What follows belongs to an exercise in optimizing a design on an open flow for small area, a short achievable clock period and few clock cycles per item; a production flow would make more cautious choices. The RTL was checked by simulation tests, not by an equivalence proof against the original design. No activity file was given, so power comes from the tool's default toggle rates.

// merge_unit
module merge_unit #(
  parameter int E_LOG = 2
) (
  input  wire                                          CLK,
  input  wire                                          RST,
  input  wire                                          enq_a,
  input  wire  [(1<<E_LOG)*merge_rec_pkg::REC_W-1:0]   din_a,
  input  wire                                          enq_b,
  input  wire  [(1<<E_LOG)*merge_rec_pkg::REC_W-1:0]   din_b,
  input  wire                                          in_full,
  output logic                                         full_a,
  output logic                                         full_b,
  output logic [(1<<E_LOG)*merge_rec_pkg::REC_W-1:0]   dout,
  output logic                                         dout_en
);
==> flow/config.mk <==
export PLATFORM = sky130hd
export DESIGN_NAME = merge_unit
export DESIGN_NICKNAME = merge_unit
export VERILOG_FILES = /design/flow/design.v
export SDC_FILE = /design/flow/constraint.sdc
export NUM_CORES = 4
export LEC_CHECK = 0
export CAP_MARGIN = 20
export CORE_MARGIN = 2
export CORE_UTILIZATION = 52
export CTS_BUF_LIST = sky130_fd_sc_hd__clkbuf_16
export CTS_CLUSTER_DIAMETER = 60
export CTS_CLUSTER_SIZE = 22
export SETUP_SLACK_MARGIN = 1.8
export SLEW_MARGIN = 20
==> flow/constraint.sdc <==
create_clock -name core_clock -period 5.0 [get_ports {CLK}]
set_input_delay 1.0000 -clock core_clock [delete_from_list [all_inputs] [get_ports {CLK}]]
set_output_delay 1.0000 -clock core_clock [all_outputs]
set_load 0.01 [all_outputs]
standard.sh (not shown) runs the stock make flow with config.mk's settings and CLKGATE_MAP_FILE= SYNTH_SCRIPT=/design/flow/synth_recipe.tcl, a recipe that flattens the netlist after the stock synthesis.
==> flow/flow/run.sh <==
#!/bin/bash
set -euo pipefail
export BUFFER_PORTS_ARGS="-buffer_cell sky130_fd_sc_hd__buf_1"
bash standard.sh > standard.log 2>&1
The baseline went through all stages and came out clean.
Testbench counts at the start, summed over its fixed seeds: cycles 3,468, records 12,128.
Next try:
Settings changed: CORE_UTILIZATION 52 to 40, CTS_BUF_LIST sky130_fd_sc_hd__clkbuf_16 to not set, CTS_CLUSTER_DIAMETER 60 to not set, CTS_CLUSTER_SIZE 22 to not set.
Result: Total power is higher by about 12%. Register-to-register slack gains 20 ps. Area after synthesis does not change. Sequential power barely changes. Cell area goes up by about 2.6%. Synthesized cell count is unchanged. Clock-buffer cell count climbs by 176.
Next try:
Settings changed: CORE_UTILIZATION 40 to 52, CTS_BUF_LIST set to sky130_fd_sc_hd__clkbuf_16, CTS_CLUSTER_DIAMETER set to 60, CTS_CLUSTER_SIZE set to 22, SETUP_SLACK_MARGIN 1.8 to 2.1.
=>
- synthesized cell count stays the same
- register-to-register slack got worse by 80 ps
- via count barely changes
- setup slack got worse by 79 ps
- count of clock-buffer cells in the layout shrinks by 176
- synthesized area does not change
- cell area shrinks by 0.53%
Next try:
==> flow/run.sh (new file) <==
#!/bin/bash
# synth_recipe.tcl (not shown) runs the flow's synth.tcl, then flattens the netlist and writes it again
# the make line also repeats each setting of config.mk as NAME=value (left out here)
make -C /OpenROAD-flow-scripts/flow DESIGN_CONFIG=/design/flow/config.mk WORK_HOME=/design/flow/orfs CLKGATE_MAP_FILE= SYNTH_SCRIPT=/design/flow/synth_recipe.tcl finish
Settings changed: CORE_UTILIZATION 52 to 40, CTS_BUF_LIST sky130_fd_sc_hd__clkbuf_16 to not set, CTS_CLUSTER_DIAMETER 60 to not set, CTS_CLUSTER_SIZE 22 to not set, SETUP_SLACK_MARGIN 2.1 to 2.0.
removed: flow/flow/run.sh
removed: flow/standard.sh
Power came out higher by 13%. Wire length came out higher by 7.0%. Critical path depth came out lower by 2. Setup slack improves by 200 ps. Maximum frequency came out higher by 6.4%.
Next try:
==> flow/flow/run.sh (new file) <==
#!/bin/bash
set -euo pipefail
export BUFFER_PORTS_ARGS="-buffer_cell sky130_fd_sc_hd__buf_1"
bash standard.sh > standard.log 2>&1
==> flow/standard.sh (new file) <==
#!/bin/bash
# synth_recipe.tcl (not shown) runs the flow's synth.tcl, then flattens the netlist and writes it again
# the make line also repeats each setting of config.mk as NAME=value (left out here)
make -C /OpenROAD-flow-scripts/flow DESIGN_CONFIG=/design/flow/config.mk WORK_HOME=/design/flow/orfs CLKGATE_MAP_FILE= SYNTH_SCRIPT=/design/flow/synth_recipe.tcl "${@:-finish}"
Settings changed: CTS_BUF_LIST set to sky130_fd_sc_hd__clkbuf_16, CTS_CLUSTER_DIAMETER set to 60, CTS_CLUSTER_SIZE set to 22, SETUP_SLACK_MARGIN 2.0 to 1.8.
removed: flow/run.sh
What happened: Worst hold slack got worse by 190 ps. Setup slack got worse by 180 ps. Area after synthesis is unchanged. Design area shrinks by 7.6%.

==> port drivers added, routing unchanged <==
The results above use ideal ports. As a check the final layouts listed here were re-extracted and re-timed, cells and wires unchanged.
Step 1, drivers: a clkbuf_16 drives CLK and a buf_2 each remaining input, both assumed.
Step 2 also shifts input and output timing later by t, the mid clock arrival at the registers, as if the neighbouring blocks saw the same clock.
Three values: ideal ports, drivers, drivers and shift; two values: the first two.
run | t, ns | setup slack, ns | worst register clock-pin slew, ns
the first run | 0.972 | 1.682 / 1.682 / 1.511 | 0.09 / 0.09
the second run | 0.990 | 1.698 / 1.698 / 1.473 | 0.07 / 0.07
the third run | 0.971 | 1.619 / 1.619 / 1.498 | 0.09 / 0.09
the fourth run | 1.055 | 1.822 / 1.822 / 1.254 | 0.07 / 0.07
the fifth run | 1.002 | 1.639 / 1.639 / 1.486 | 0.09 / 0.09
After both steps every run listed still meets setup and hold. The setup slack of the fourth run, which loses most, moves by 0.000 ns with the drivers and by -0.568 ns with both steps.
